Context: an optimization exercise on an open-source flow, tuned for small area, a short achievable clock period and few clock cycles per item. The choices shown serve that exercise and are no tape-out recipe. RTL that was checked went through simulation tests only; none was proved equivalent to the original. The RTL of runs 4 to 6 was laid out without a check of its function. No activity file was given, so power comes from the tool's default toggle rates.

==> design/flow/design.v <==
module muldiv_engine #(
  parameter int WIDTH      = 32,
  parameter int MUL_STAGES = 2
) (
  input  logic             clock,
  input  logic             reset,
  input  logic             flush,
  input  logic [WIDTH-1:0] in_src0,
  input  logic [WIDTH-1:0] in_src1,
  input  logic [1:0]       in_op,
  input  logic             in_sign,
  input  logic             in_valid,
  output logic             in_ready,
  output logic             out_valid,
  input  logic             out_ready,
  output logic [WIDTH-1:0] out_res0,
  output logic [WIDTH-1:0] out_res1,
  output logic             busy
);
  localparam logic [2:0] IDLE = 3'd0;
  localparam logic [2:0] MUL  = 3'd1;
  localparam logic [2:0] NORM = 3'd2;
  localparam logic [2:0] DIV  = 3'd3;
  localparam logic [2:0] DONE = 3'd4;
  localparam logic [1:0] OP_MUL = 2'd1;
  localparam logic [1:0] OP_DIV = 2'd2;
  logic [2:0]  state;
  logic [4:0]  cnt;      
  logic [63:0] P;        
  logic [34:0] A;        
  logic [32:0] B;        
  logic        qneg, qnz;
  logic [4:0]  qpos;
  logic        dpos, dneg;   
  logic [5:0]  bc;       
  logic accept;
  assign in_ready  = (state == IDLE) && !flush;
  assign accept    = in_valid && in_ready;
  assign out_valid = (state == DONE);
  assign busy      = (state != IDLE);
  logic [31:0] qmask;
  always_comb
    for (int i = 0; i < 32; i++) qmask[i] = qneg & qnz & (qpos < i);
  assign out_res0 = P[31:0] ^ qmask;
  assign out_res1 = P[63:32];
  function automatic logic [5:0] muldiv_len(input logic [31:0] t);
    muldiv_len[5] = t[31];
    muldiv_len[4] = t[15] & ~t[31];
    muldiv_len[3] = (t[7] & ~t[15]) | (t[23] & ~t[31]);
    muldiv_len[2] = 1'b0;
    muldiv_len[1] = 1'b0;
    muldiv_len[0] = 1'b0;
    for (int m = 3; m < 32; m += 8) muldiv_len[2] = muldiv_len[2] | (t[m] & ~t[m+4]);
    for (int m = 1; m < 32; m += 4) muldiv_len[1] = muldiv_len[1] | (t[m] & ~t[m+2]);
    for (int m = 0; m < 31; m += 2) muldiv_len[0] = muldiv_len[0] | (t[m] & ~t[m+1]);
  endfunction
  logic        nega, negb, dz, swap;
  logic [31:0] yb, ysrc, mcand, mplier;
  logic [34:0] ealign;
  logic [31:0] ea, eb, tha, thb;
  logic [5:0]  la, lb;
  logic        dtriv;
  logic [6:0]  diff;
  assign nega   = in_sign & in_src0[31];
  assign negb   = in_sign & in_src1[31];
  assign yb     = in_src1 ^ {32{negb}};
  assign ea     = {in_src0[31] & ~in_sign, in_src0[31:1] ^ in_src0[30:0]};
  assign eb     = {in_src1[31] & ~in_sign, in_src1[31:1] ^ in_src1[30:0]};
  muldiv_smear u_tha (.x(ea), .t(tha));
  muldiv_smear u_thb (.x(eb), .t(thb));
  assign la     = muldiv_len(tha);
  assign lb     = muldiv_len(thb);
  assign dz     = (in_src1 == 32'd0);
  assign swap   = |({thb[31], thb[27], thb[23], thb[19], thb[15], thb[11], thb[7], thb[3]}
                    & ~{tha[31], tha[27], tha[23], tha[19], tha[15], tha[11], tha[7], tha[3]});
  assign mcand  = swap ? in_src1 : in_src0;
  assign mplier = swap ? in_src0 : in_src1;
  assign dtriv  = dz | |(thb & ~(nega ? {tha[30:0], 1'b1} : tha));
  assign diff   = {1'b0, B[5:0]} + {6'd0, dneg} - {1'b0, B[11:6]};
  assign ysrc   = (dneg & dpos) ? A[31:0] - 32'd1 : A[31:0];
  assign ealign = {35{~dneg}}
                ^ (35'(ysrc << {diff[5:1], 1'b1})
                   | ({35{~dpos | dneg}} & ~(35'h7ffffffff << {diff[5:1], 1'b1})));
  function automatic logic [5:0] booth_ctl(input logic [4:0] w);
    booth_ctl = {w[4] & ~(w[3] & w[2]), w[3] ^ w[2],
                 (w[4] & ~w[3] & ~w[2]) | (~w[4] & w[3] & w[2]),
                 w[2] & ~(w[1] & w[0]), w[1] ^ w[0],
                 (w[2] & ~w[1] & ~w[0]) | (~w[2] & w[1] & w[0])};
  endfunction
  logic [37:0] bx, bxa, bxb;
  logic [3:0]  cnt_dn, ia, ib;
  logic [8:0]  oha, ohb;
  logic [5:0]  bc_next, bca, bcb;
  logic        n1, o1, t1b, n0, o0, t0b;
  logic [34:0] s1, s0, pp1, pp0;
  logic [63:0] mul_next;
  assign cnt_dn  = cnt[3:0] - 4'd1;
  assign bx      = {{4{B[32]}}, B, 1'b0};
  assign bc_next = booth_ctl(bx[{cnt_dn, 2'b00} +: 5]);
  assign oha     = {1'b0, tha[31], tha[27], tha[23], tha[19], tha[15], tha[11], tha[7], tha[3]}
                 ^ {tha[31], tha[27], tha[23], tha[19], tha[15], tha[11], tha[7], tha[3], 1'b1};
  assign ohb     = {1'b0, thb[31], thb[27], thb[23], thb[19], thb[15], thb[11], thb[7], thb[3]}
                 ^ {thb[31], thb[27], thb[23], thb[19], thb[15], thb[11], thb[7], thb[3], 1'b1};
  assign ia      = {oha[8], |oha[7:4], oha[7] | oha[6] | oha[3] | oha[2],
                    oha[7] | oha[5] | oha[3] | oha[1]};
  assign ib      = {ohb[8], |ohb[7:4], ohb[7] | ohb[6] | ohb[3] | ohb[2],
                    ohb[7] | ohb[5] | ohb[3] | ohb[1]};
  assign bxa     = {{5{in_sign & in_src0[31]}}, in_src0, 1'b0};
  assign bxb     = {{5{in_sign & in_src1[31]}}, in_src1, 1'b0};
  always_comb begin
    logic [4:0] wa, wb;
    wa = 5'd0;
    wb = 5'd0;
    for (int c = 0; c < 9; c++) begin
      wa = wa | ({5{oha[c]}} & bxa[4*c +: 5]);
      wb = wb | ({5{ohb[c]}} & bxb[4*c +: 5]);
    end
    bca = booth_ctl(wa);
    bcb = booth_ctl(wb);
  end
  assign {n1, o1, t1b, n0, o0, t0b} = bc;
  assign s1  = ({35{o1}} & A) | ({35{t1b}} & {A[33:0], 1'b0});
  assign s0  = ({35{o0}} & A) | ({35{t0b}} & {A[33:0], 1'b0});
  assign pp1 = s1 ^ {35{n1}};
  assign pp0 = s0 ^ {35{n0}};
  logic [37:0] ml, my1, my0, cs_s, cs_c;
  logic [2:0]  mu;
  assign ml   = {P[33:0], 1'b0, n1, 1'b0, n0};
  assign my1  = {pp1[34], pp1, 2'b00};
  assign my0  = {{3{pp0[34]}}, pp0};
  assign cs_s = ml ^ my1 ^ my0;
  assign cs_c = (ml & my1) | (ml & my0) | (my1 & my0);
  assign mu   = {2'b00, cs_c[37]} - {2'b00, my1[37]} - {2'b00, my0[37]};
  muldiv_add #(.N(64)) u_mul (.a({P[59:34], cs_s}), .b({{23{mu[2]}}, mu, cs_c[36:0], 1'b0}),
                              .cin(1'b0), .s(mul_next));
  logic [34:0] rx, d1, d2a, eh;
  logic [35:0] d2b, cs3_s, cs3_c;
  logic        sd1, sd2a, sd2b;
  logic        ge1, ge2, cval, cdec;
  logic [31:0] r2;
  assign rx    = {{3{dneg & P[63]}}, P[63:32]};
  assign eh    = {A[34], A[34:1]};
  assign cval  = dneg | dpos;
  assign cdec  = ~dneg & dpos;
  assign cs3_s = {rx[34], rx} ^ {A[34], A} ^ {eh[34], eh};
  assign cs3_c = {((rx & A) | (rx & eh) | (A & eh)), cval};
  muldiv_add2 #(.N(35)) u_d1  (.a(rx), .b(A),  .cv(cval), .cd(cdec), .s(d1),  .sd(sd1));
  muldiv_add2 #(.N(35)) u_d2a (.a(rx), .b(eh), .cv(cval), .cd(cdec), .s(d2a), .sd(sd2a));
  muldiv_add2 #(.N(36)) u_d2b (.a(cs3_s), .b(cs3_c), .cv(cval), .cd(cdec), .s(d2b), .sd(sd2b));
  assign ge1 = sd1 ^ ~dneg;
  assign ge2 = ge1 ? (sd2b ^ ~dneg) : (sd2a ^ ~dneg);
  assign r2  = ge1 ? (ge2 ? d2b[31:0] : d1[31:0]) : (ge2 ? d2a[31:0] : P[63:32]);
  always_ff @(posedge clock) begin
    if (reset) begin
      state <= IDLE;
    end else if (flush) begin
      state <= IDLE;
    end else begin
      case (state)
        IDLE: begin
          if (accept) begin
            if (in_op == OP_MUL) state <= MUL;
            else if (in_op == OP_DIV) state <= dtriv ? DONE : NORM;
          end
        end
        MUL:  if (cnt == 5'd0) state <= DONE;
        NORM: state <= DIV;
        DIV:  if (cnt == 5'd0) state <= DONE;
        DONE: if (out_ready) state <= IDLE;
        default: state <= IDLE;
      endcase
    end
  end
  always_ff @(posedge clock) begin
    case (state)
      IDLE: begin
        if (accept) begin
          if (in_op == OP_DIV) begin
            A    <= {3'b000, yb};
            B    <= {21'd0, lb, la};
            P    <= {in_src0, {32{dz}}};
            dpos <= ~negb;
            dneg <= nega;
            qneg <= (nega ^ negb) & ~dz;
            qnz  <= 1'b0;
          end else begin
            A    <= {{3{in_sign & mcand[31]}}, mcand};
            B    <= {in_sign & mplier[31], mplier};
            bc   <= swap ? bca : bcb;
            P    <= 64'd0;
            cnt  <= {1'b0, swap ? ia : ib};
            qneg <= 1'b0;
          end
        end
      end
      MUL: begin
        P   <= mul_next;
        bc  <= bc_next;
        cnt <= cnt - 5'd1;
      end
      NORM: begin
        A   <= ealign;
        cnt <= diff[5:1];
      end
      DIV: begin
        P   <= {r2, P[29:0], ge1, ge2};
        if (ge2) begin
          qnz  <= 1'b1;
          qpos <= 5'd0;
        end else if (ge1) begin
          qnz  <= 1'b1;
          qpos <= 5'd1;
        end else begin
          qpos <= qpos + 5'd2;
        end
        A   <= {{2{A[34]}}, A[34:2]};
        cnt <= cnt - 5'd1;
      end
      default: ;
    endcase
  end
endmodule
module muldiv_add #(
  parameter int N = 32
) (
  input  logic [N-1:0] a,
  input  logic [N-1:0] b,
  input  logic         cin,
  output logic [N-1:0] s
);
  localparam int L = $clog2(N);
  logic [N-1:0] p0;
  logic [N-1:0] g [0:L];
  logic [N-1:0] p [0:L];
  assign p0   = a ^ b;
  assign g[0] = (a & b) | {{(N-1){1'b0}}, p0[0] & cin};
  assign p[0] = p0;
  for (genvar l = 0; l < L; l++) begin : g_lvl
    for (genvar i = 0; i < N; i++) begin : g_bit
      if ((i >> l) % 2 == 1) begin : g_comb
        localparam int J = ((i >> l) << l) - 1;
        assign g[l+1][i] = g[l][i] | (p[l][i] & g[l][J]);
        assign p[l+1][i] = p[l][i] & p[l][J];
      end else begin : g_pass
        assign g[l+1][i] = g[l][i];
        assign p[l+1][i] = p[l][i];
      end
    end
  end
  assign s = p0 ^ {g[L][N-2:0], cin};
endmodule
module muldiv_add2 #(
  parameter int N = 32
) (
  input  logic [N-1:0] a,
  input  logic [N-1:0] b,
  input  logic         cv,
  input  logic         cd,
  output logic [N-1:0] s,
  output logic         sd
);
  localparam int L = $clog2(N);
  logic [N-1:0] p0;
  logic [N-1:0] g [0:L];
  logic [N-1:0] p [0:L];
  assign p0   = a ^ b;
  assign g[0] = a & b;
  assign p[0] = p0;
  for (genvar l = 0; l < L; l++) begin : g_lvl
    for (genvar i = 0; i < N; i++) begin : g_bit
      if ((i >> l) % 2 == 1) begin : g_comb
        localparam int J = ((i >> l) << l) - 1;
        assign g[l+1][i] = g[l][i] | (p[l][i] & g[l][J]);
        assign p[l+1][i] = p[l][i] & p[l][J];
      end else begin : g_pass
        assign g[l+1][i] = g[l][i];
        assign p[l+1][i] = p[l][i];
      end
    end
  end
  assign s  = p0 ^ {g[L][N-2:0] | (p[L][N-2:0] & {(N-1){cv}}), cv};
  assign sd = p0[N-1] ^ (g[L][N-2] | (p[L][N-2] & cd));
endmodule
module muldiv_smear (
  input  logic [31:0] x,
  output logic [31:0] t
);
  logic [31:0] o [0:5];
  assign o[0] = x;
  for (genvar l = 0; l < 5; l++) begin : g_lvl
    for (genvar i = 0; i < 32; i++) begin : g_bit
      if (((31 - i) >> l) % 2 == 1) begin : g_comb
        localparam int J = 31 - ((((31 - i) >> l) << l) - 1);
        assign o[l+1][i] = o[l][i] | o[l][J];
      end else begin : g_pass
        assign o[l+1][i] = o[l][i];
      end
    end
  end
  assign t = o[5];
endmodule
==> design/flow/flow/run.sh <==
#!/bin/bash
# Standard synthesis and layout. Only repair settings differ: the setup
# repair margin is raised so that repair_timing works towards a shorter
# period than the 11 ns clock, the ports get plain buffers, and repair may
# swap a cell for one of another footprint.
set -euo pipefail
bash standard.sh synth > synth.log 2>&1
bash standard.sh finish SETUP_SLACK_MARGIN=6 MATCH_CELL_FOOTPRINT=0 \
  'BUFFER_PORTS_ARGS=-buffer_cell sky130_fd_sc_hd__buf_4' > layout.log 2>&1
==> design/flow/standard.sh <==
#!/bin/bash
# synth_recipe.tcl (not shown) runs the flow's synth.tcl, then flattens the netlist and writes it again
# the make line also repeats each setting of config.mk as NAME=value (left out here)
make -C /OpenROAD-flow-scripts/flow DESIGN_CONFIG=/design/flow/config.mk WORK_HOME=/design/flow/orfs CLKGATE_MAP_FILE= SYNTH_SCRIPT=/design/flow/synth_recipe.tcl "${@:-finish}"
==> design/flow/config.mk <==
export PLATFORM = sky130hd
export DESIGN_NAME = muldiv_engine
export DESIGN_NICKNAME = muldiv_engine
export VERILOG_FILES = /design/flow/design.v
export SDC_FILE = /design/flow/constraint.sdc
export NUM_CORES = 4
export LEC_CHECK = 0
export CAP_MARGIN = 20
export CORE_MARGIN = 2
export CORE_UTILIZATION = 40
export SLEW_MARGIN = 20
export TNS_END_PERCENT = 5
==> design/flow/constraint.sdc <==
create_clock -name core_clock -period 11.0 [get_ports {clock}]
set_input_delay 2.2000 -clock core_clock [delete_from_list [all_inputs] [get_ports {clock}]]
set_output_delay 2.2000 -clock core_clock [all_outputs]
set_load 0.01 [all_outputs]
==> metrics.yaml, run 1 <==
run_status:
  outcome: "no timing/DRC/antenna violations"
placed_design:
  dpl_cell_area_sq_um: 27260
  hpwl_um: 89030
  gp_congestion: 1.026
  port_buffers: 138
die:
  die_w_um: 257.4
  rows: 92
  start_util_pct: 40.57
  dieArea_sq_um: 66260
  core_sq_um: 63310
  fp.dieH_um: 257.4
  io_pins: 139
sta:
  tns_ns: 0
  setup_viol: 0
  slew_violations: 0
  worst_pin_slew_ns: 1.181
  period_minus_slack_ns: 5.688
  finalCritPeriodShare_pct: 51.71
  skew_ns: 0.01924
  final-hold-violation-count: 0
  grt_setup_unrepaired: "true"
  fmax_mhz: 175.8
  worst_slew_margin_rel_pct: 20.68
  worst_hold_slack_ns: 0.6232
clock_network:
  clockBufferDepth: 2
  clk_pin_slew_ns: 0.07
  root_buffer: "clkbuf_16"
  cts_tree: "done"
  postCtsHoldBufs: 0
  clkSinkCount: 155
  cts_buffers: 17
  clk_latency_ns: 0.49
  cts-htree-levels: 4
grt:
  antenna_found_initial: 4
  grt_max_degree: 60
  grt_remaining_overflow: 0
  grt_pass1_vias: 25840
  grt_pass1_wl_um: 172400
  grtUsageTotal_pct: 34.89
logic_synthesis:
  syn_avg_cell_area_sq_um: 8.129
  yosys_warnings: 12
  ys_async_sr_fraction_pct: 0
  yosysSeqAreaShare_pct: 18.00
  synth.top_cell.area_share_pct: 17.77
  synth_edf_count: 152
  ys_types: 93
  yosys.area.top_type: "edfxtp_1"
  syn_inst: 3160
  synthFlopType: "edfxtp_1"
  yosys-top-cells-area: "edfxtp_1 18%, ha_1 10%, xnor2_1 6.3%"
  synthesis.area_sq_um: 25690
  ys_ff_latch: 155
  syn-num-nets: 3522
pwr:
  switching_share_pct: 49.60
  p_switching_w: 0.002164
  total_power_w: 0.004363
  intPower_w: 0.002199
  power_frac_comb_pct: 67.5
  p_per_area_nw_per_um2: 147.8
  irDropWorstVdd_mv: 0.1355
  seqPwrFrac_pct: 17.5
  power_frac_clock_pct: 14.9
  leakage_nw: 11.81
setup_path:
  start_kind: "input port"
  critPathMaxFanout: 9
  cp_data_arrival_time_ns: 5.99
  end_kind: "flop"
  cp_data_required_time_ns: 11.31
  worstSetupPathType: "in2reg"
detailed_routing:
  route.antenna.remaining_nets: 0
  route.detailed.drc: 0
  dr.pass1.iters: 6
  vias_per_cell: 6.586
  vias: 26980
  drt_iter0_markers: 3274
  wl_um: 119600
  post_drt_wl_per_cell_um: 29.18
layout:
  fin_nets: 3598
  n_fill_cell: 6234
  drive_gt1_share_pct: 15.57
  final_util_pct: 46.62
  fin_area_sq_um: 29520
  synthToLayoutAreaGrowth_pct: 14.91
job:
  maxCapViolCount: 0
min_path:
  hold_path.class: "reg2reg"
[cells in the mapped netlist, types with 68 or more instances]
library cell	count
nand2_1	273
a21oi_1	231
ha_1	213
nor2_1	209
o21ai_0	190
clkbuf_1	184
xnor2_1	184
edfxtp_1	152
inv_1	126
xor2_1	109
a22oi_1	85
fa_1	77
nand3_1	72
nor3_1	68
[logic make-up after synthesis]
logic type / share of synthesized area, %
and+or+nand+nor: 17.88
DFF: 18.00
muxes: 4.126
AOI/OAI and AO/OA: 27.24
buffers and inverters: 6.108
xor gates and xnor gates: 10.27
adders and majority gates: 16.38
[layout make-up]
| type | instances | area, sq um | area share (%) |
|---|---|---|---|
| Timing Repair inverter | 1 | 5.005 | 0.01695 |
| Inverter | 129 | 496.7 | 1.683 |
| Multi-Input combinational cell | 2627 | 20010 | 67.79 |
| Tap cell | 846 | 1059 | 3.586 |
| Antenna cell | 2 | 5.005 | 0.01695 |
| Timing Repair Buffer | 305 | 2689 | 9.109 |
| Sequential cell | 155 | 4626 | 15.67 |
| Clock inverter | 15 | 203.9 | 0.6909 |
| Clock buffer | 17 | 425.4 | 1.441 |
[state kept, by name, summed over array words and instances, names as in the netlist]
register  count
cnt           5
B            33
qnz           1
qpos          5
A            35
dpos          1
P            64
qneg          1
state         3
bc            6
dneg          1
[metal layers]
metal | up-vias | global-route usage, % | share of wire, % | wire length [um]
li1 | 12010 | - | - | -
met1 | 13020 | 44.86 | 40 | 47350
met2 | 1606 | 54.20 | 44 | 52280
met3 | 353 | 5.723 | 9.4 | 11190
met4 | 0 | 22.59 | 7.3 | 8742
met5 | - | 0 | 0 | 0
[power groups by stage]
stage	clock network (W)	registers (W)	logic [W]
CTS	0.000657	0.000764	0.00285
global placement	0	0.000808	0.00264
detailed placement	0	0.000809	0.00267
global route	0.000680	0.000770	0.00317
floorplan	0	0.000757	0.00197
finish	0.000651	0.000765	0.00295
[timing repair]
action                     in CTS  in global routing
pin swaps                      28                 23
setup endpoints to repair     152                146
gates resized for setup        77                 48
buffers inserted               79                 22
gates cloned                    4                  3
[through the flow]
stage	setup slack [ns]	instances
detailed placement	4.187	3955
CTS	5.451	4070
finish	5.312	4097
floorplan	5.085	3160
global placement	4.286	3955
global route	5.162	4095
[worst paths after layout]
kind / slack, ns / endpoint / start / depth (start not counted)
worst max-delay path: 5.31 / bc[0] / in_src0[29] / 15
worst min-delay path: 0.62 / A[7] / A[9] / 2
worst max register to register: 5.72 / P[46] / A[4] / 14
worst min register to register: 0.62 / A[7] / A[9] / 2
[critical path, cell delays in order]
cell	delay, ns
buf_4	0.18
or3_4	0.45
or3_1	0.36
a2111o_1	0.60
ha_1	0.39
inv_1	0.11
a22o_1	0.19
a211o_1	0.22
a221o_1	0.27
a221oi_2	0.25
buf_4	0.18
nand2_1	0.09
mux2i_4	0.20
o22ai_2	0.10
a31oi_1	0.20
[cells in the final DEF, fill, tap and decap left out, drive strengths merged, types with 27 or more instances in the layout]
cell,synthesis,routed
nand4,40,40
o221ai,50,50
buf,65,299
edfxtp,152,152
and2,27,27
xor2,109,109
xnor2,187,187
and3,33,33
fa,77,77
nor2,210,210
nand2,273,273
ha,213,213
a21oi,231,231
o21ai,193,193
o21a,30,30
nor2b,32,32
nand2b,34,34
a21o,52,52
nor3,70,70
or3,32,32
o211ai,57,57
mux2,27,27
mux2i,54,54
nor4,32,32
nand3,72,72
a22oi,86,86
a31oi,34,34
inv,127,135
Testbench counts, summed over its fixed seeds: cycles 19,131, items 3,200.
==> run 2, diff against run 1 <==
--- a/design/flow/flow/run.sh
+++ b/design/flow/flow/run.sh
@@ -7,3 +7,3 @@
 bash standard.sh synth > synth.log 2>&1
 bash standard.sh finish SETUP_SLACK_MARGIN=6 MATCH_CELL_FOOTPRINT=0 \
-  'BUFFER_PORTS_ARGS=-buffer_cell sky130_fd_sc_hd__buf_4' > layout.log 2>&1
+  'BUFFER_PORTS_ARGS=-buffer_cell sky130_fd_sc_hd__buf_1' > layout.log 2>&1
==> metrics.yaml, run 2 <==
die:
  io_pins: 139
  die_w_um: 257.4
  start_util_pct: 40.57
  fp.dieH_um: 257.4
  rows: 92
  dieArea_sq_um: 66260
  core_sq_um: 63310
logic_synthesis:
  syn-num-nets: 3522
  synthFlopType: "edfxtp_1"
  syn_avg_cell_area_sq_um: 8.129
  ys_types: 93
  yosys.area.top_type: "edfxtp_1"
  yosysSeqAreaShare_pct: 18.00
  yosys-top-cells-area: "edfxtp_1 18%, ha_1 10%, xnor2_1 6.3%"
  synthesis.area_sq_um: 25690
  ys_async_sr_fraction_pct: 0
  ys_ff_latch: 155
  yosys.cell_count.top_type: "nand2_1"
  synth.top_cell.area_share_pct: 17.77
  yosys_warnings: 12
  syn_inst: 3160
  synth_edf_count: 152
  synth_top_cells_by_count: "273 x nand2_1, 231 x a21oi_1, 213 x ha_1"
placed_design:
  port_buffers: 138
  hpwl_um: 79700
  dpl_cell_area_sq_um: 26840
  dp_cells: 3968
  gp_congestion: 1.030
layout:
  fin_nets: 3605
  largest_register_ffs: 64
  regMostFlops: "P"
  fin_cells: 4104
  final_cell_mix: "270 x nand2_1, 230 x a21oi_1, 204 x nor2_1, 199 x ha_1, 187 x o21ai_0"
  drive_gt1_share_pct: 12.47
  synthToLayoutAreaGrowth_pct: 12.82
  fin_area_sq_um: 28980
  layout_commonest_cell: "nand2_1"
  reg_top3: "P x64, A x35, B x33"
  n_fill_cell: 6353
setup_path:
  cp_data_required_time_ns: 11.35
  worstSetupPathType: "in2reg"
  end_kind: "flop"
  cp_data_arrival_time_ns: 5.92
  regToRegSetupSlack_ns: 5.53
  r2r-start: "A[20]"
  rr_endpoint: "P[46]"
  start_kind: "input port"
  rr_worst_depth: 14
  critPathMaxFanout: 4
sta:
  slew_violations: 0
  period_minus_slack_ns: 5.565
  finalCritPeriodShare_pct: 50.59
  setup_viol: 0
  worst_slew_margin_rel_pct: 24.40
  fmax_mhz: 179.7
  skew_ns: 0.02222
  worst_hold_slack_ns: 0.5873
  worst_pin_slew_ns: 1.134
  final-hold-violation-count: 0
  tns_ns: 0
  grt_setup_unrepaired: "true"
pwr:
  total_power_w: 0.004236
  seqPwrFrac_pct: 18.1
  power_frac_comb_pct: 66.6
  leakage_nw: 11.37
  switching_share_pct: 49.18
  power_frac_clock_pct: 15.3
  p_switching_w: 0.002083
  irDropWorstVdd_mv: 0.1338
  intPower_w: 0.002153
  p_per_area_nw_per_um2: 146.2
min_path:
  whs_path_depth: 1
  holdPathEnd: "A[24]"
  hold_start: "A[26]"
  hold_path.class: "reg2reg"
clock_network:
  clk_latency_ns: 0.50
  postCtsHoldBufs: 0
  root_buffer: "clkbuf_16"
  cts_buffers: 17
  clk_pin_slew_ns: 0.08
  clkSinkCount: 155
  clockBufferDepth: 2
  cts_tree: "done"
  cts-htree-levels: 4
grt:
  grtUsageTotal_pct: 31.56
  grt_pass1_wl_um: 157600
  grt_max_degree: 59
  antenna_found_initial: 5
  grt_remaining_overflow: 0
  grt_pass1_vias: 24180
detailed_routing:
  vias_per_cell: 6.480
  post_drt_wl_per_cell_um: 26.25
  route.antenna.remaining_nets: 0
  dr.pass1.iters: 7
  wl_um: 107700
  vias: 26590
  drt_iter0_markers: 3763
  route.detailed.drc: 0
job:
  maxCapViolCount: 0
run_status:
  outcome: "no timing/DRC/antenna violations"
## run 2: metal layers
layer	track usage [%]	share of wire (%)	vias up
li1	-	-	12050
met1	43.95	41	12700
met2	46.03	42	1565
met3	6.294	11	286
met4	16.25	5.6	0
met5	0	0	-
## run 2: power groups by stage
stage / Combinational, W / Sequential, W / Clock [W]
2_1_floorplan: 0.00197 / 0.000757 / 0
3_3_place_gp: 0.00259 / 0.000800 / 0
3_5_place_dp: 0.00260 / 0.000800 / 0
4_1_cts: 0.00273 / 0.000768 / 0.000655
5_1_grt: 0.00307 / 0.000773 / 0.000669
6_report: 0.00282 / 0.000768 / 0.000647
## run 2: through the flow
stage | util, % | worst slack, ns
4_1_cts | 44.93 | 5.478
2_1_floorplan | - | 5.085
3_3_place_gp | 42.39 | 4.255
5_1_grt | 45.77 | 5.294
6_report | 45.77 | 5.435
3_5_place_dp | 42.39 | 4.184
## run 2: timing repair
action | in CTS | in global routing
pin swaps | 27 | 19
gates cloned | 4 | 1
endpoints found under the setup margin | 149 | 150
resized for setup | 74 | 84
hold endpoints to repair | 0 | 0
buffers inserted | 67 | 30
## run 2: kinds of logic after synthesis
group / after synthesis / synth area share (%)
compound gates: 1025 / 27.24
xor+xnor: 297 / 10.27
fa+ha+maj: 290 / 16.38
buf+inv: 378 / 6.108
flops: 155 / 18.00
mux: 90 / 4.126
simple gates: 925 / 17.88
## run 2: critical path, stage by stage
cell	delay, ns
buf_1	0.08
buf_6	0.11
or4_4	0.55
a221oi_4	0.34
buf_4	0.16
o2111a_2	0.19
and3_4	0.21
clkinvlp_4	0.13
ha_4	0.31
inv_4	0.04
a22o_1	0.17
a211o_1	0.22
a221o_1	0.25
a221o_1	0.30
or3_1	0.37
nand4_1	0.10
o311a_1	0.18
## run 2: area by class of cell
cell class              instances  area (sq um)  share of cell area, %
clock inverters                15         197.7                 0.6822
flip-flops and latches        155          4626                  15.96
multi-input cells            2627         19960                  68.88
inverters                     129         508.0                  1.753
clock buffers                  17         425.4                  1.468
well taps                     846          1059                  3.653
repair buffers                313          2197                  7.581
diodes                          2         5.005                0.01727
## run 2: worst max-delay path by stage
stage	endpoint	startpoint	slack (ns)	cells past startpoint
2_1_floorplan	bc[5]	in_src0[23]	5.09	15
3_3_place_gp	bc[2]	in_src0[19]	4.25	15
3_5_place_dp	bc[2]	in_src0[19]	4.18	15
4_1_cts	bc[3]	in_src0[22]	5.48	17
5_1_grt	bc[3]	in_src0[23]	5.29	17
6_report	bc[3]	in_src0[23]	5.43	17
==> run 3, diff against run 2 <==
--- a/design/flow/design.v
+++ b/design/flow/design.v
@@ -32,5 +32,4 @@
   logic        qneg, qnz;
   logic [4:0]  qpos;
-  logic        dpos, dneg;   
   logic [5:0]  bc;       
   logic accept;
@@ -137,5 +136,5 @@
   logic [35:0] d2b, cs3_s, cs3_c;
   logic        sd1, sd2a, sd2b;
-  logic        ge1, ge2, cval, cdec;
+  logic        ge1, ge2, dpos, dneg, cval, cdec;
   logic [31:0] r2;
   assign rx    = {{3{dneg & P[63]}}, P[63:32]};
==> metrics.yaml, run 3 <==
run_status:
  outcome: "no timing/DRC/antenna violations"
setup_path:
  rr_endpoint: "A[27]"
  rr_worst_depth: 15
  cp_data_required_time_ns: 11.21
  regToRegSetupSlack_ns: 5.85
  end_kind: "flop"
  cp_data_arrival_time_ns: 5.69
  start_kind: "input port"
  worstSetupPathType: "in2reg"
  r2r-start: "dneg"
  critPathMaxFanout: 10
sta:
  setup_viol: 0
  grt_setup_unrepaired: "true"
  fmax_mhz: 182.4
  tns_ns: 0
  final-hold-violation-count: 0
  period_minus_slack_ns: 5.482
  finalCritPeriodShare_pct: 49.83
  skew_ns: 0.02087
  slew_violations: 0
  worst_slew_margin_rel_pct: 26.59
  setup_slack_ns: 5.518
  worst_pin_slew_ns: 1.101
clock_network:
  cts_buffers: 17
  clkSinkCount: 155
  cts_tree: "done"
  postCtsHoldBufs: 0
  clockBufferDepth: 2
  clk_latency_ns: 0.50
  clk_pin_slew_ns: 0.07
  cts-htree-levels: 4
  root_buffer: "clkbuf_16"
pwr:
  p_per_area_nw_per_um2: 147.9
  irDropWorstVdd_mv: 0.1344
  leakage_nw: 11.27
logic_synthesis:
  syn_inst: 3107
  ys_async_sr_fraction_pct: 0
  yosys.area.top_type: "edfxtp_1"
  synthFlopType: "edfxtp_1"
  yosys-top-cells-area: "edfxtp_1 18%, ha_1 11%, xnor2_1 6.6%"
  synthesis.area_sq_um: 25180
  ys_ff_latch: 155
  yosysSeqAreaShare_pct: 18.37
  synth_top_cells_by_count: "256 x a21oi_1, 256 x nor2_1, 213 x ha_1"
  syn_avg_cell_area_sq_um: 8.104
  synth.top_cell.area_share_pct: 18.13
  synth_edf_count: 152
  yosys_warnings: 12
  syn-num-nets: 3469
  ys_types: 95
detailed_routing:
  vias: 26220
  drt_iter0_markers: 3591
  route.antenna.remaining_nets: 0
  route.detailed.drc: 0
  vias_per_cell: 6.521
  dr.pass1.iters: 7
  wl_um: 111500
  post_drt_wl_per_cell_um: 27.73
layout:
  regMostFlops: "P"
  fin_nets: 3532
  final_cell_mix: "252 x a21oi_1, 249 x nor2_1, 197 x nand2_1, 196 x ha_1, 183 x xnor2_1"
  drive_gt1_share_pct: 12.98
  largest_register_ffs: 64
  layout_commonest_cell: "a21oi_1"
  synthToLayoutAreaGrowth_pct: 14.10
  reg_top3: "P x64, A x35, B x33"
grt:
  grt_remaining_overflow: 0
  grtUsageTotal_pct: 33.81
  grt_pass1_vias: 24980
  grt_max_degree: 57
  antenna_found_initial: 1
  grt_pass1_wl_um: 162300
die:
  fp.dieH_um: 254.9
  rows: 91
  dieArea_sq_um: 64970
  start_util_pct: 40.65
  io_pins: 139
  die_w_um: 254.9
  core_sq_um: 61940
placed_design:
  hpwl_um: 84360
  port_buffers: 138
  post-place-ws_ns: 3.853
  gp_congestion: 1.053
min_path:
  hold_start: "P[28]"
  whs_path_depth: 1
  hold_path.class: "reg2reg"
  holdPathEnd: "P[30]"
job:
  maxCapViolCount: 0
run 3: how the worst max path moves through the flow:
stage                startpoint  endpoint  slack, ns
finish              in_src0[26]     bc[3]       5.52
global route        in_src0[23]     bc[3]       5.48
CTS                 in_src0[29]     bc[1]       5.43
detailed placement  in_src0[31]     A[28]       3.85
global placement    in_src0[31]     A[28]       3.95
floorplan           in_src0[23]     bc[4]       5.16
run 3: stage by stage:
stage	util [%]	total power (W)	hold WS (ns)	std cells	cell area [sq um]
after floorplan	-	0.002682	0.5525	3107	25270
after global placement	42.65	0.003357	0.5806	3916	26420
after detailed placement	42.66	0.003406	0.5738	3916	26420
after CTS	45.50	0.004144	0.5913	3998	28180
after global routing	46.38	0.004510	0.6415	4020	28730
final	46.38	0.004249	0.5878	4021	28730
run 3: where the power goes:
part / total, W / internal (W) / switching (W)
Clock: 0.000619 / 0.000326 / 0.000293
Sequential: 0.000757 / 0.000704 / 0.0000536
Combinational: 0.00287 / 0.00111 / 0.00176
Total: 0.00425 / 0.00214 / 0.00211
run 3: area by class of cell:
class	instances	area [sq um]
diodes	1	2.502
fillers	6179	33210
repair inverters	1	7.507
well taps	837	1047
repair buffers	287	2079
inverters	140	540.5
multi-input cells	2568	19860
flip-flops and latches	155	4626
clock inverters	11	110.1
clock buffers	21	460.4
run 3: critical path, stage by stage:
cell	delay [ns]
buf_2	0.23
or4_4	0.53
nand2_2	0.13
nand4b_4	0.14
or4_4	0.48
nor3_4	0.16
inv_2	0.08
ha_4	0.30
inv_4	0.05
a22oi_2	0.17
nand2_1	0.07
a221o_1	0.29
a221o_1	0.38
a2111oi_2	0.40
a311oi_1	0.07
run 3: cells by family (layout without fill, tap and decap cells):
logic type,count (synthesis),count (layout),synth area share [%]
AND/OR/NAND/NOR,873,873,16.92
multiplexers,91,91,4.119
buffers and inverters,384,460,6.321
other,0,1,0
adder cells (fa/ha/maj),290,290,16.71
flip-flops,155,155,18.37
XOR/XNOR,314,314,10.98
AO/OA/AOI/OAI,1000,1000,26.59
run 3: timing repair:
item	in CTS	in global routing
pin swaps	29	24
gates cloned	7	1
setup endpoints to repair	150	148
hold endpoints to repair	0	0
gates resized for setup	195	104
setup buffers	43	20
run 3: metal layers:
metal	track usage (%)	wire length, um
met3	6.590	11780
met1	44.81	44740
met5	0	13
met4	17.84	6305
met2	52.07	48650
Testbench counts of run 3, summed over its fixed seeds: cycles 19,131, items 3,200.
==> run 4, diff against run 3 <==
--- a/design/flow/design.v
+++ b/design/flow/design.v
@@ -55,5 +55,5 @@
   endfunction
   logic        nega, negb, dz, swap;
-  logic [31:0] yb, ysrc, mcand, mplier;
+  logic [31:0] yb, ysrc;
   logic [34:0] ealign;
   logic [31:0] ea, eb, tha, thb;
@@ -73,6 +73,12 @@
   assign swap   = |({thb[31], thb[27], thb[23], thb[19], thb[15], thb[11], thb[7], thb[3]}
                     & ~{tha[31], tha[27], tha[23], tha[19], tha[15], tha[11], tha[7], tha[3]});
-  assign mcand  = swap ? in_src1 : in_src0;
-  assign mplier = swap ? in_src0 : in_src1;
+  logic        isdiv;
+  logic [34:0] a_ns, a_sw;
+  logic [32:0] b_ns, b_sw;
+  assign isdiv  = (in_op == OP_DIV);
+  assign a_ns   = isdiv ? {3'b000, yb} : {{3{in_sign & in_src0[31]}}, in_src0};
+  assign a_sw   = isdiv ? {3'b000, yb} : {{3{in_sign & in_src1[31]}}, in_src1};
+  assign b_ns   = isdiv ? {21'd0, lb, la} : {in_sign & in_src1[31], in_src1};
+  assign b_sw   = isdiv ? {21'd0, lb, la} : {in_sign & in_src0[31], in_src0};
   assign dtriv  = dz | |(thb & ~(nega ? {tha[30:0], 1'b1} : tha));
   assign diff   = {1'b0, B[5:0]} + {6'd0, dneg} - {1'b0, B[11:6]};
@@ -175,7 +181,7 @@
       IDLE: begin
         if (accept) begin
+          A <= swap ? a_sw : a_ns;
+          B <= swap ? b_sw : b_ns;
           if (in_op == OP_DIV) begin
-            A    <= {3'b000, yb};
-            B    <= {21'd0, lb, la};
             P    <= {in_src0, {32{dz}}};
             dpos <= ~negb;
@@ -184,6 +190,4 @@
             qnz  <= 1'b0;
           end else begin
-            A    <= {{3{in_sign & mcand[31]}}, mcand};
-            B    <= {in_sign & mplier[31], mplier};
             bc   <= swap ? bca : bcb;
             P    <= 64'd0;
--- a/design/flow/flow/run.sh
+++ b/design/flow/flow/run.sh
@@ -7,3 +7,3 @@
 bash standard.sh synth > synth.log 2>&1
 bash standard.sh finish SETUP_SLACK_MARGIN=6 MATCH_CELL_FOOTPRINT=0 \
-  'BUFFER_PORTS_ARGS=-buffer_cell sky130_fd_sc_hd__buf_1' > layout.log 2>&1
+  'BUFFER_PORTS_ARGS=-buffer_cell sky130_fd_sc_hd__buf_4' > layout.log 2>&1
==> metrics.yaml, run 4 <==
logic_synthesis:
  yosysSeqAreaShare_pct: 17.71
  yosys-top-cells-area: "edfxtp_1 17%, ha_1 10%, xnor2_1 6.1%"
  syn_inst: 3256
  yosys.cell_count.top_type: "a21oi_1"
  yosys_warnings: 12
  synth_edf_count: 152
  syn-num-nets: 3618
  synthFlopType: "edfxtp_1"
  ys_async_sr_fraction_pct: 0
  yosys.area.top_type: "edfxtp_1"
  ys_ff_latch: 155
  synthesis.area_sq_um: 26110
  synth_top_cells_by_count: "303 x a21oi_1, 264 x nor2_1, 231 x nand2_1"
  ys_types: 104
  synth.top_cell.area_share_pct: 17.48
  syn_avg_cell_area_sq_um: 8.018
setup_path:
  slowest_stage: "or4_4"
  cp_data_required_time_ns: 11.34
  r2r-start: "bc[3]"
  critPathMaxFanout: 5
  start_kind: "input port"
  worstSetupPathType: "in2reg"
  slowest_delay_ns: 0.56
  critPathTopFamily: "compound AO/OA/AOI/OAI gates"
  cp_data_arrival_time_ns: 5.73
  cp.buffers_inverters: 2
  end_kind: "flop"
  cp-startpoint: "in_src0[19]"
  path_cells: "buf_12 > or2_4 > o21a_1 > or4_4 > a2111oi_4 > nand2_2 > ha_4 > inv_4 > o2bb2ai_1 > a211o_1 > a221oi_2 > o211ai_1 > nand2b_4 > mux2i_2 > o32ai_2 > a21oi_2"
layout:
  reg_top3: "P x64, A x35, B x33"
  final_cell_mix: "301 x a21oi_1, 287 x buf_4, 256 x nor2_1, 228 x nand2_1, 199 x ha_1"
  fin_cells: 4226
  drive_gt1_share_pct: 16.82
  largest_register_ffs: 64
  fin_nets: 3719
  layout_commonest_cell: "a21oi_1"
  synthToLayoutAreaGrowth_pct: 15.92
  regMostFlops: "P"
detailed_routing:
  vias_per_cell: 6.394
  dr_wl_met2_um: 46680
  route.antenna.remaining_nets: 0
  route.detailed.drc: 0
  top_layer: "met5"
  wl_met3_um: 12290
  vias: 27020
  dr.pass1.iters: 8
  wl_um: 110500
  post_drt_wl_per_cell_um: 26.15
  drt_iter0_markers: 3619
  met1_length_um: 45160
clock_network:
  clk_latency_ns: 0.50
  cts_buffers: 17
  clk_pin_slew_ns: 0.07
  clockBufferDepth: 2
  cts_tree: "done"
  cts-htree-levels: 4
  clkSinkCount: 155
  postCtsHoldBufs: 0
  root_buffer: "clkbuf_16"
pwr:
  seqPwrFrac_pct: 18.5
  intPower_w: 0.002105
  p_per_area_nw_per_um2: 135.0
  p_switching_w: 0.001981
  leakage_nw: 12.04
  irDropWorstVdd_mv: 0.1346
  power_frac_comb_pct: 66.9
  power_frac_clock_pct: 14.6
  switching_share_pct: 48.49
placed_design:
  dp_cells: 4054
  port_buffers: 138
  hpwl_um: 83120
  gp_congestion: 1.046
die:
  core_sq_um: 64460
  fp.dieH_um: 259.5
  rows: 93
  dieArea_sq_um: 67320
  io_pins: 139
  die_w_um: 259.5
  start_util_pct: 40.50
sta:
  skew_ns: 0.01496
  period_minus_slack_ns: 5.394
  slew_violations: 0
  worst_slew_margin_rel_pct: 31.70
  fmax_mhz: 185.4
  grt_setup_unrepaired: "true"
  setup_viol: 0
  final-hold-violation-count: 0
  finalCritPeriodShare_pct: 49.03
  worst_pin_slew_ns: 1.021
  tns_ns: 0
run_status:
  outcome: "no timing/DRC/antenna violations"
grt:
  grt_max_degree: 85
  grt_pass1_vias: 24620
  grtUsageTotal_pct: 31.82
  grt_pass1_wl_um: 160500
  antenna_found_initial: 5
  grt_remaining_overflow: 0
min_path:
  hold_path.class: "reg2reg"
  hold_start: "cnt[4]"
job:
  maxCapViolCount: 0
run 4: area by class of cell:
type / count / area (sq um)
flip-flops and latches: 155 / 4624
repair inverters: 1 / 7.507
inverters: 159 / 670.6
multi-input cells: 2691 / 20510
repair buffers: 332 / 2831
fillers: 6444 / 34200
diodes: 1 / 2.502
well taps: 855 / 1070
clock inverters: 15 / 122.6
clock buffers: 17 / 425.4
run 4: path summary, 6_finish.rpt:
kind	to	slack [ns]	depth (start not counted)
max	bc[0]	5.61	16
min	state[0]	0.66	2
max reg2reg	P[57]	5.75	21
min reg2reg	state[0]	0.66	2
run 4: power groups by stage:
stage	clock network [W]	logic, W	registers [W]
global placement	0	0.00250	0.000794
CTS	0.000601	0.00259	0.000770
detailed placement	0	0.00250	0.000794
finish	0.000595	0.00274	0.000755
floorplan	0	0.00188	0.000748
global route	0.000617	0.00297	0.000759
run 4: repair_timing:
| item | CTS | global route |
|---|---|---|
| buffers inserted | 46 | 87 |
| gates cloned | 2 | 4 |
| pin swaps | 23 | 39 |
| setup endpoints to repair | 148 | 127 |
| gates resized for setup | 62 | 109 |
run 4: kinds of logic after synthesis:
family                   Yosys count  share of synthesized area [%]
buffers and inverters            412                          6.629
AND/OR/NAND/NOR                  936                          17.98
AO/OA/AOI/OAI                   1058                          26.80
flip-flops                       155                          17.71
adder cells (fa/ha/maj)          290                          16.11
XOR/XNOR                         300                          10.15
multiplexers                     105                          4.611
run 4: metrics by stage:
step	total power, W	worst slack (ns)	instance area [sq um]	util [%]	hold WS (ns)
floorplan	0.002628	5.418	26390	-	0.5819
global placement	0.003295	4.009	27820	43.16	0.6364
detailed placement	0.003296	3.895	27830	43.17	0.6417
CTS	0.003964	5.588	29050	45.06	0.6553
global route	0.004350	5.560	30260	46.94	0.7019
finish	0.004086	5.606	30260	46.94	0.6563
run 4: routing by layer:
metal / vias to the layer above / global-route usage [%]
met5: - / 0
met1: 12780 / 43.47
met4: 2 / 16.01
met3: 324 / 6.063
li1: 12300 / -
met2: 1622 / 47.79
run 4: tightest hold or removal path, stage by stage, from the launching register on:
cell and delay (ns):
edfxtp_1 0.37, o31ai_1 0.11, a21boi_0 0.14
==> run 5, diff against run 4 <==
--- a/design/flow/flow/run.sh
+++ b/design/flow/flow/run.sh
@@ -6,4 +6,4 @@
 set -euo pipefail
 bash standard.sh synth > synth.log 2>&1
-bash standard.sh finish SETUP_SLACK_MARGIN=6 MATCH_CELL_FOOTPRINT=0 \
+bash standard.sh finish SETUP_SLACK_MARGIN=5.5 MATCH_CELL_FOOTPRINT=0 \
   'BUFFER_PORTS_ARGS=-buffer_cell sky130_fd_sc_hd__buf_4' > layout.log 2>&1
==> metrics.yaml, run 5 <==
detailed_routing:
  route.antenna.remaining_nets: 0
  top_layer: "met5"
  wl_um: 108900
  drt_iter0_markers: 3426
  dr_wl_met2_um: 45510
  vias: 26650
  post_drt_wl_per_cell_um: 26.38
  dr.pass1.iters: 7
  met1_length_um: 44690
  vias_per_cell: 6.457
  route.detailed.drc: 0
  wl_met3_um: 11180
min_path:
  hold_path.class: "reg2reg"
  holdPathEnd: "qpos[1]"
  hold_start: "qpos[1]"
  whs_path_depth: 1
setup_path:
  regToRegSetupSlack_ns: 5.64
  worstSetupPathType: "in2reg"
  start_kind: "input port"
  rr_endpoint: "P[57]"
  end_kind: "flop"
  cp_data_arrival_time_ns: 5.77
  r2r-start: "bc[4]"
  critPathMaxFanout: 9
  cp_data_required_time_ns: 11.23
  rr_worst_depth: 20
clock_network:
  clk_pin_slew_ns: 0.07
  clockBufferDepth: 2
  cts_tree: "done"
  root_buffer: "clkbuf_16"
  cts_buffers: 17
  clkSinkCount: 155
  clk_latency_ns: 0.50
  cts-htree-levels: 4
sta:
  finalCritPeriodShare_pct: 50.39
  period_minus_slack_ns: 5.542
  final-hold-violation-count: 0
  worst_slew_margin_rel_pct: 27.13
  worst_pin_slew_ns: 1.083
  slew_violations: 0
  grt_setup_unrepaired: "true"
  fmax_mhz: 180.4
  setup_viol: 0
  skew_ns: 0.01520
  tns_ns: 0
logic_synthesis:
  synthFlopType: "edfxtp_1"
  synth_edf_count: 152
  ys_types: 104
  yosys.cell_count.top_type: "a21oi_1"
  yosysSeqAreaShare_pct: 17.71
  yosys.area.top_type: "edfxtp_1"
  ys_async_sr_fraction_pct: 0
  syn-num-nets: 3618
  yosys_warnings: 12
  ys_ff_latch: 155
  syn_avg_cell_area_sq_um: 8.018
  syn_inst: 3256
  synth_top_cells_by_count: "303 x a21oi_1, 264 x nor2_1, 231 x nand2_1"
  synth.top_cell.area_share_pct: 17.48
  yosys-top-cells-area: "edfxtp_1 17%, ha_1 10%, xnor2_1 6.1%"
  synthesis.area_sq_um: 26110
die:
  start_util_pct: 40.50
  dieArea_sq_um: 67320
  core_sq_um: 64460
  die_w_um: 259.5
  io_pins: 139
  rows: 93
  fp.dieH_um: 259.5
grt:
  grt_remaining_overflow: 0
  grtUsageTotal_pct: 31.53
  antenna_found_initial: 5
  grt_pass1_wl_um: 158700
  grt_max_degree: 84
  grt_pass1_vias: 24510
layout:
  regMostFlops: "P"
  multi_input_area_sq_um: 20290
  reg_top3: "P x64, A x35, B x33"
  final_cell_mix: "302 x a21oi_1, 257 x nor2_1, 228 x nand2_1, 222 x buf_4, 204 x ha_1"
  n_fill_cell: 6534
  layout_commonest_cell: "a21oi_1"
  fin_nets: 3618
  largest_register_ffs: 64
  drive_gt1_share_pct: 13.61
  synthToLayoutAreaGrowth_pct: 11.22
  final_util_pct: 45.04
  ff_latch_area_sq_um: 4624
pwr:
  intPower_w: 0.002131
  p_per_area_nw_per_um2: 141.4
  switching_share_pct: 48.11
  power_frac_clock_pct: 16.9
  p_switching_w: 0.001975
  leakage_nw: 11.48
  irDropWorstVdd_mv: 0.1302
  power_frac_comb_pct: 64.4
  seqPwrFrac_pct: 18.8
run_status:
  outcome: "no timing/DRC/antenna violations"
placed_design:
  port_buffers: 138
  gp_congestion: 1.042
  hpwl_um: 83360
job:
  maxCapViolCount: 0
run 5: stage by stage:
step | cells | worst slack, ns | power [W] | hold WS [ns] | cell area (sq um)
global route | 4124 | 5.383 | 0.004366 | 0.6968 | 29030
floorplan | 3256 | 5.414 | 0.002626 | 0.5819 | 26360
finish | 4127 | 5.458 | 0.004106 | 0.6564 | 29040
detailed placement | 4058 | 3.921 | 0.003290 | 0.6454 | 27840
global placement | 4058 | 3.973 | 0.003289 | 0.6376 | 27830
CTS | 4104 | 5.422 | 0.004012 | 0.6550 | 28720
run 5: layout make-up:
| type | instances | share of cell area (%) |
|---|---|---|
| Inverter | 159 | 2.094 |
| Clock buffer | 17 | 1.465 |
| Multi-Input combinational cell | 2690 | 69.89 |
| Timing Repair inverter | 1 | 0.01724 |
| Clock inverter | 15 | 0.7627 |
| Antenna cell | 3 | 0.02586 |
| Sequential cell | 155 | 15.93 |
| Timing Repair Buffer | 232 | 6.136 |
| Tap cell | 855 | 3.684 |
run 5: cells by family after synthesis:
logic type	after synthesis	synth area share [%]
compound gates	1058	26.80
simple gates	936	17.98
buf+inv	412	6.629
xor+xnor	300	10.15
fa+ha+maj	290	16.11
flops	155	17.71
mux	105	4.611
run 5: per-layer routing:
layer / track usage, % / up-vias
met5: 0 / -
met4: 18.30 / 2
met3: 7.001 / 337
met2: 46.58 / 1535
met1: 42.18 / 12680
li1: - / 12090
run 5: worst max path at each step:
stage | cells past startpoint | startpoint | endpoint | slack [ns]
5_1_grt | 15 | in_src0[26] | bc[4] | 5.38
3_3_place_gp | 13 | in_src0[31] | A[15] | 3.97
3_5_place_dp | 13 | in_src0[31] | A[2] | 3.92
6_report | 15 | in_src0[18] | bc[4] | 5.46
2_1_floorplan | 16 | in_src0[29] | bc[4] | 5.41
4_1_cts | 15 | in_src0[24] | bc[4] | 5.42
run 5: critical path: stages:
cell and delay, ns:
buf_4 0.19, or2_4 0.28, o21a_4 0.21, or4_4 0.57, a2111oi_4 0.32, nand2_2 0.13, ha_4 0.30, inv_2 0.05
a22oi_1 0.17, o211ai_1 0.16, a221oi_2 0.24, o211ai_1 0.30, ha_1 0.37, mux2i_1 0.18, o21ai_2 0.09
run 5: repair_timing:
action / in CTS / in global routing
pin swaps: 7 / 13
resized for setup: 29 / 31
endpoints found under the setup margin: 107 / 96
hold buffers: 0 / 0
buffers inserted: 13 / 18
cloned: 1 / 1
run 5: power groups by stage:
stage | Clock, W | Sequential, W | Combinational [W]
after floorplan | 0 | 0.000748 | 0.00188
after global placement | 0 | 0.000790 | 0.00250
after detailed placement | 0 | 0.000790 | 0.00250
after CTS | 0.000693 | 0.000774 | 0.00254
after global routing | 0.000710 | 0.000775 | 0.00288
final | 0.000692 | 0.000771 | 0.00264
==> run 6, diff against run 5 <==
--- a/design/flow/design.v
+++ b/design/flow/design.v
@@ -32,5 +32,5 @@
   logic        qneg, qnz;
   logic [4:0]  qpos;
-  logic [5:0]  bc;       
+  logic [8:0]  bc;       
   logic accept;
   assign in_ready  = (state == IDLE) && !flush;
@@ -55,5 +55,5 @@
   endfunction
   logic        nega, negb, dz, swap;
-  logic [31:0] yb, ysrc;
+  logic [31:0] yb, bm1, mcand, mplier;
   logic [34:0] ealign;
   logic [31:0] ea, eb, tha, thb;
@@ -70,72 +70,70 @@
   assign la     = muldiv_len(tha);
   assign lb     = muldiv_len(thb);
+  muldiv_add #(.N(32)) u_bm1 (.a(in_src1), .b(32'hffffffff), .cin(1'b0), .s(bm1));
   assign dz     = (in_src1 == 32'd0);
-  assign swap   = |({thb[31], thb[27], thb[23], thb[19], thb[15], thb[11], thb[7], thb[3]}
-                    & ~{tha[31], tha[27], tha[23], tha[19], tha[15], tha[11], tha[7], tha[3]});
-  logic        isdiv;
-  logic [34:0] a_ns, a_sw;
-  logic [32:0] b_ns, b_sw;
-  assign isdiv  = (in_op == OP_DIV);
-  assign a_ns   = isdiv ? {3'b000, yb} : {{3{in_sign & in_src0[31]}}, in_src0};
-  assign a_sw   = isdiv ? {3'b000, yb} : {{3{in_sign & in_src1[31]}}, in_src1};
-  assign b_ns   = isdiv ? {21'd0, lb, la} : {in_sign & in_src1[31], in_src1};
-  assign b_sw   = isdiv ? {21'd0, lb, la} : {in_sign & in_src0[31], in_src0};
+  assign swap   = |(thb & ~tha);
+  assign mcand  = swap ? in_src1 : in_src0;
+  assign mplier = swap ? in_src0 : in_src1;
   assign dtriv  = dz | |(thb & ~(nega ? {tha[30:0], 1'b1} : tha));
   assign diff   = {1'b0, B[5:0]} + {6'd0, dneg} - {1'b0, B[11:6]};
-  assign ysrc   = (dneg & dpos) ? A[31:0] - 32'd1 : A[31:0];
   assign ealign = {35{~dneg}}
-                ^ (35'(ysrc << {diff[5:1], 1'b1})
+                ^ (35'(A << {diff[5:1], 1'b1})
                    | ({35{~dpos | dneg}} & ~(35'h7ffffffff << {diff[5:1], 1'b1})));
-  function automatic logic [5:0] booth_ctl(input logic [4:0] w);
-    booth_ctl = {w[4] & ~(w[3] & w[2]), w[3] ^ w[2],
-                 (w[4] & ~w[3] & ~w[2]) | (~w[4] & w[3] & w[2]),
-                 w[2] & ~(w[1] & w[0]), w[1] ^ w[0],
+  function automatic logic [2:0] booth_ctl(input logic [2:0] w);
+    booth_ctl = {w[2] & ~(w[1] & w[0]), w[1] ^ w[0],
                  (w[2] & ~w[1] & ~w[0]) | (~w[2] & w[1] & w[0])};
   endfunction
+  function automatic logic [8:0] booth_ctl3(input logic [6:0] w);
+    booth_ctl3 = {booth_ctl(w[6:4]), booth_ctl(w[4:2]), booth_ctl(w[2:0])};
+  endfunction
   logic [37:0] bx, bxa, bxb;
-  logic [3:0]  cnt_dn, ia, ib;
-  logic [8:0]  oha, ohb;
-  logic [5:0]  bc_next, bca, bcb;
-  logic        n1, o1, t1b, n0, o0, t0b;
-  logic [34:0] s1, s0, pp1, pp0;
+  logic [2:0]  cnt_dn, ia, ib;
+  logic [5:0]  oha, ohb;
+  logic [8:0]  bc_next, bca, bcb;
+  logic [2:0]  nd, od, td;
+  logic [34:0] sel [0:2];
+  logic [34:0] pp [0:2];
   logic [63:0] mul_next;
-  assign cnt_dn  = cnt[3:0] - 4'd1;
+  assign cnt_dn  = cnt[2:0] - 3'd1;
   assign bx      = {{4{B[32]}}, B, 1'b0};
-  assign bc_next = booth_ctl(bx[{cnt_dn, 2'b00} +: 5]);
-  assign oha     = {1'b0, tha[31], tha[27], tha[23], tha[19], tha[15], tha[11], tha[7], tha[3]}
-                 ^ {tha[31], tha[27], tha[23], tha[19], tha[15], tha[11], tha[7], tha[3], 1'b1};
-  assign ohb     = {1'b0, thb[31], thb[27], thb[23], thb[19], thb[15], thb[11], thb[7], thb[3]}
-                 ^ {thb[31], thb[27], thb[23], thb[19], thb[15], thb[11], thb[7], thb[3], 1'b1};
-  assign ia      = {oha[8], |oha[7:4], oha[7] | oha[6] | oha[3] | oha[2],
-                    oha[7] | oha[5] | oha[3] | oha[1]};
-  assign ib      = {ohb[8], |ohb[7:4], ohb[7] | ohb[6] | ohb[3] | ohb[2],
-                    ohb[7] | ohb[5] | ohb[3] | ohb[1]};
+  assign bc_next = booth_ctl3(bx[6*cnt_dn +: 7]);
+  assign oha     = {1'b0, tha[29], tha[23], tha[17], tha[11], tha[5]}
+                 ^ {tha[29], tha[23], tha[17], tha[11], tha[5], 1'b1};
+  assign ohb     = {1'b0, thb[29], thb[23], thb[17], thb[11], thb[5]}
+                 ^ {thb[29], thb[23], thb[17], thb[11], thb[5], 1'b1};
+  assign ia      = {oha[5] | oha[4], oha[3] | oha[2], oha[5] | oha[3] | oha[1]};
+  assign ib      = {ohb[5] | ohb[4], ohb[3] | ohb[2], ohb[5] | ohb[3] | ohb[1]};
   assign bxa     = {{5{in_sign & in_src0[31]}}, in_src0, 1'b0};
   assign bxb     = {{5{in_sign & in_src1[31]}}, in_src1, 1'b0};
   always_comb begin
-    logic [4:0] wa, wb;
-    wa = 5'd0;
-    wb = 5'd0;
-    for (int c = 0; c < 9; c++) begin
-      wa = wa | ({5{oha[c]}} & bxa[4*c +: 5]);
-      wb = wb | ({5{ohb[c]}} & bxb[4*c +: 5]);
+    logic [6:0] wa, wb;
+    wa = 7'd0;
+    wb = 7'd0;
+    for (int c = 0; c < 6; c++) begin
+      wa = wa | ({7{oha[c]}} & bxa[6*c +: 7]);
+      wb = wb | ({7{ohb[c]}} & bxb[6*c +: 7]);
     end
-    bca = booth_ctl(wa);
-    bcb = booth_ctl(wb);
+    bca = booth_ctl3(wa);
+    bcb = booth_ctl3(wb);
+  end
+  assign {nd[2], od[2], td[2], nd[1], od[1], td[1], nd[0], od[0], td[0]} = bc;
+  for (genvar d = 0; d < 3; d++) begin : g_pp
+    assign sel[d] = ({35{od[d]}} & A) | ({35{td[d]}} & {A[33:0], 1'b0});
+    assign pp[d]  = sel[d] ^ {35{nd[d]}};
   end
-  assign {n1, o1, t1b, n0, o0, t0b} = bc;
-  assign s1  = ({35{o1}} & A) | ({35{t1b}} & {A[33:0], 1'b0});
-  assign s0  = ({35{o0}} & A) | ({35{t0b}} & {A[33:0], 1'b0});
-  assign pp1 = s1 ^ {35{n1}};
-  assign pp0 = s0 ^ {35{n0}};
-  logic [37:0] ml, my1, my0, cs_s, cs_c;
-  logic [2:0]  mu;
-  assign ml   = {P[33:0], 1'b0, n1, 1'b0, n0};
-  assign my1  = {pp1[34], pp1, 2'b00};
-  assign my0  = {{3{pp0[34]}}, pp0};
-  assign cs_s = ml ^ my1 ^ my0;
-  assign cs_c = (ml & my1) | (ml & my0) | (my1 & my0);
-  assign mu   = {2'b00, cs_c[37]} - {2'b00, my1[37]} - {2'b00, my0[37]};
-  muldiv_add #(.N(64)) u_mul (.a({P[59:34], cs_s}), .b({{23{mu[2]}}, mu, cs_c[36:0], 1'b0}),
+  logic [41:0] ml, my2, my1, my0, c1_s, c1_c, c2_i, c2_s, c2_c;
+  logic [3:0]  mu;
+  assign ml   = {P[35:0], 1'b0, nd[2], 1'b0, nd[1], 1'b0, nd[0]};
+  assign my2  = {{3{pp[2][34]}}, pp[2], 4'b0000};
+  assign my1  = {{5{pp[1][34]}}, pp[1], 2'b00};
+  assign my0  = {{7{pp[0][34]}}, pp[0]};
+  assign c1_s = ml ^ my1 ^ my0;
+  assign c1_c = (ml & my1) | (ml & my0) | (my1 & my0);
+  assign c2_i = {c1_c[40:0], 1'b0};
+  assign c2_s = c1_s ^ c2_i ^ my2;
+  assign c2_c = (c1_s & c2_i) | (c1_s & my2) | (c2_i & my2);
+  assign mu   = {3'b000, c1_c[41]} + {3'b000, c2_c[41]}
+              - {3'b000, my2[41]} - {3'b000, my1[41]} - {3'b000, my0[41]};
+  muldiv_add #(.N(64)) u_mul (.a({P[57:36], c2_s}), .b({{18{mu[3]}}, mu, c2_c[40:0], 1'b0}),
                               .cin(1'b0), .s(mul_next));
   logic [34:0] rx, d1, d2a, eh;
@@ -181,7 +179,7 @@
       IDLE: begin
         if (accept) begin
-          A <= swap ? a_sw : a_ns;
-          B <= swap ? b_sw : b_ns;
           if (in_op == OP_DIV) begin
+            A    <= {3'b000, (nega & ~negb) ? bm1 : yb};
+            B    <= {21'd0, lb, la};
             P    <= {in_src0, {32{dz}}};
             dpos <= ~negb;
@@ -190,7 +188,9 @@
             qnz  <= 1'b0;
           end else begin
+            A    <= {{3{in_sign & mcand[31]}}, mcand};
+            B    <= {in_sign & mplier[31], mplier};
             bc   <= swap ? bca : bcb;
             P    <= 64'd0;
-            cnt  <= {1'b0, swap ? ia : ib};
+            cnt  <= {2'b00, swap ? ia : ib};
             qneg <= 1'b0;
           end
==> design/flow/flow/run.sh (replaced) <==
#!/bin/bash
# Standard synthesis and layout; only the setup repair margin is raised so
# that repair_timing works towards a shorter period than the 11 ns clock.
set -euo pipefail
bash standard.sh synth > synth.log 2>&1
bash standard.sh finish SETUP_SLACK_MARGIN=6 > layout.log 2>&1
==> metrics.yaml, run 6 <==
clock_network:
  clk_pin_slew_ns: 0.07
  clk_latency_ns: 0.52
  cts_buffers: 17
  postCtsHoldBufs: 0
  cts_tree: "done"
  clkSinkCount: 158
  root_buffer: "clkbuf_16"
  cts-htree-levels: 4
  clockBufferDepth: 2
detailed_routing:
  wl_um: 123200
  drt_iter0_markers: 3899
  vias_per_cell: 6.464
  vias: 28440
  dr.pass1.iters: 7
  route.detailed.drc: 0
  route.antenna.remaining_nets: 0
  post_drt_wl_per_cell_um: 28.00
pwr:
  switching_share_pct: 50.13
  power_frac_clock_pct: 10.1
  leakage_nw: 12.88
  p_per_area_nw_per_um2: 196.7
  seqPwrFrac_pct: 12.5
  power_frac_comb_pct: 77.3
  intPower_w: 0.003231
  irDropWorstVdd_mv: 0.1336
  p_switching_w: 0.003249
sta:
  skew_ns: 0.03067
  fmax_mhz: 171.9
  period_minus_slack_ns: 5.819
  grt_setup_unrepaired: "true"
  setup_slack_ns: 5.181
  worst_pin_slew_ns: 1.137
  setup_viol: 0
  slew_violations: 0
  worst_slew_margin_rel_pct: 24.22
  worst_hold_slack_ns: 0.5947
  tns_ns: 0
  finalCritPeriodShare_pct: 52.90
  final-hold-violation-count: 0
logic_synthesis:
  syn_inst: 3335
  synthesis.area_sq_um: 27860
  syn_avg_cell_area_sq_um: 8.354
  yosys.cell_count.top_type: "a21oi_1"
  synthFlopType: "edfxtp_1"
  synth.top_cell.area_share_pct: 16.71
  synth_top_cells_by_count: "298 x a21oi_1, 284 x nand2_1, 241 x xnor2_1"
  yosys_warnings: 17
  yosys-top-cells-area: "edfxtp_1 17%, ha_1 9.9%, fa_1 8.6%"
  syn-num-nets: 3747
  ys_async_sr_fraction_pct: 0
  synth_edf_count: 155
  yosys.area.top_type: "edfxtp_1"
  ys_ff_latch: 158
  yosysSeqAreaShare_pct: 16.92
  ys_types: 98
setup_path:
  cp_data_required_time_ns: 11.40
  worstSetupPathType: "in2reg"
  start_kind: "input port"
  slowest_delay_ns: 0.80
  cp-startpoint: "in_src1[3]"
  slowest_stage: "clkdlybuf4s50_1"
  r2r-start: "bc[1]"
  critPathMaxFanout: 4
  path_cells: "clkdlybuf4s50_1 > inv_1 > ha_1 > and4_1 > nand4_1 > nor3_1 > and3_1 > a31oi_1 > and4_1 > nand4_1 > nor3_1 > or4b_1 > a21o_1"
  end_kind: "flop"
  cp_data_arrival_time_ns: 6.22
die:
  rows: 96
  start_util_pct: 40.48
  core_sq_um: 68830
  io_pins: 139
  dieArea_sq_um: 71780
  die_w_um: 267.9
  fp.dieH_um: 267.9
layout:
  layout_commonest_cell: "a21oi_1"
  regMostFlops: "P"
  synthToLayoutAreaGrowth_pct: 18.23
  final_cell_mix: "291 x a21oi_1, 279 x nand2_1, 233 x xnor2_1, 210 x buf_4, 190 x ha_1"
  reg_top3: "P x64, A x35, B x33"
  drive_gt1_share_pct: 16.94
  fin_nets: 3865
  largest_register_ffs: 64
grt:
  grt_max_degree: 53
  grt_remaining_overflow: 0
  grt_pass1_wl_um: 180200
  antenna_found_initial: 4
  grtUsageTotal_pct: 34.13
  grt_pass1_vias: 26780
placed_design:
  post-place-ws_ns: 3.415
  hpwl_um: 89620
  gp_congestion: 1.023
  port_buffers: 138
run_status:
  outcome: "no timing/DRC/antenna violations"
job:
  maxCapViolCount: 0
min_path:
  hold_path.class: "reg2reg"
  hold_start: "state[1]"
==> run 6: cell types whose count changed in the layout (fill, tap and decap cells not counted), moves of 23 or more <==
cell,change
mux2i_1,+23
nand2_1,+51
nor2_1,-77
o211ai_1,-24
inv_1,-40
o21ai_0,-25
clkdlybuf4s50_1,+83
xnor2_1,+55
fa_1,+37
mux4_2,+26
a22oi_1,+41
==> run 6: critical path: cells and delay by family <==
| family | cells | cell delay (ns) |
|---|---|---|
| compound gates | 2 | 0.47 |
| fa+ha+maj | 1 | 0.24 |
| buf+inv | 2 | 1.00 |
| simple gates | 8 | 2.28 |
==> run 6: kinds of logic after synthesis <==
group	Yosys count	synth area share, %
AND/OR/NAND/NOR	894	15.89
multiplexers	142	6.763
adder cells (fa/ha/maj)	340	18.47
AO/OA/AOI/OAI	1057	25.11
XOR/XNOR	340	10.74
flip-flops	158	16.92
buffers and inverters	404	6.103
==> run 6: what timing repair did <==
item / in CTS / in global routing
endpoints found under the setup margin: 187 / 204
gates resized for setup: 421 / 55
pin swaps: 58 / 31
endpoints found under the hold margin: 0 / 0
cloned: 9 / 0
buffers inserted: 126 / 12
==> run 6: cell type report <==
type / instances / area [sq um]
diodes: 3 / 7.507
clock buffers: 18 / 429.2
clock inverters: 13 / 153.9
fillers: 6741 / 35880
inverters: 131 / 505.5
multi-input cells: 2777 / 22630
flip-flops and latches: 158 / 4716
well taps: 931 / 1165
repair buffers: 368 / 3339
==> run 6: per-layer routing <==
metal / wire length, um / GRT usage, %
met4: 7530 / 17.89
met2: 50790 / 49.58
met3: 14430 / 8.907
met5: 16 / 0
met1: 50400 / 46.37
==> run 6: worst paths after layout <==
kind                            cells after the start  slack (ns)       end
worst min-delay path                                2        0.59  state[1]
worst min register to register                      2        0.59  state[1]
worst max-delay path                               13        5.18  state[2]
worst max register to register                     26        5.21     P[62]
==> run 6: through the flow <==
step,cell area (sq um),total power [W],cells,utilization (%)
6_report,32940,0.006480,4399,47.86
5_1_grt,32940,0.006965,4397,47.85
4_1_cts,32580,0.006127,4384,47.33
3_5_place_dp,30080,0.005199,4218,43.70
3_3_place_gp,30070,0.005180,4218,43.69
2_1_floorplan,28020,0.004128,3335,-
==> run 6: power groups by stage <==
stage | clock network, W | logic, W | registers, W
floorplan | 0 | 0.00334 | 0.000785
global placement | 0 | 0.00435 | 0.000834
detailed placement | 0 | 0.00436 | 0.000834
CTS | 0.000658 | 0.00466 | 0.000811
global route | 0.000676 | 0.00547 | 0.000816
finish | 0.000656 | 0.00501 | 0.000813

[static timing again, ports no longer ideal]
How much do the figures lean on ideal ports? The routed layouts below were timed once more, with nothing changed but the port constraints. Step 1, drivers: a clkbuf_16 drives clock and a buf_2 each remaining input, both assumed. Step 2, shift: input delay + t, output delay - t, t = (earliest + latest rising clock arrival at the registers) / 2. This alone moves slack from input paths to output paths. Slacks: ideal / step 1 / step 2; pairs: ideal / step 1.
run	t, ns	setup WS [ns]	latest minus earliest clock arrival (ns)
run 1	0.546	5.312 / 5.354 / 4.808	0.019 / 0.019
run 2	0.550	5.435 / 5.475 / 4.925	0.022 / 0.022
run 3	0.552	5.518 / 5.538 / 4.985	0.020 / 0.021
run 4	0.554	5.606 / 5.622 / 5.068	0.015 / 0.015
run 5	0.550	5.458 / 5.497 / 4.948	0.015 / 0.015
run 6	0.572	5.181 / 5.212 / 4.640	0.031 / 0.031
After both steps every run listed still meets setup and hold. The setup slack of run 6, which loses most, moves by +0.031 ns with the drivers and by -0.541 ns with both steps.
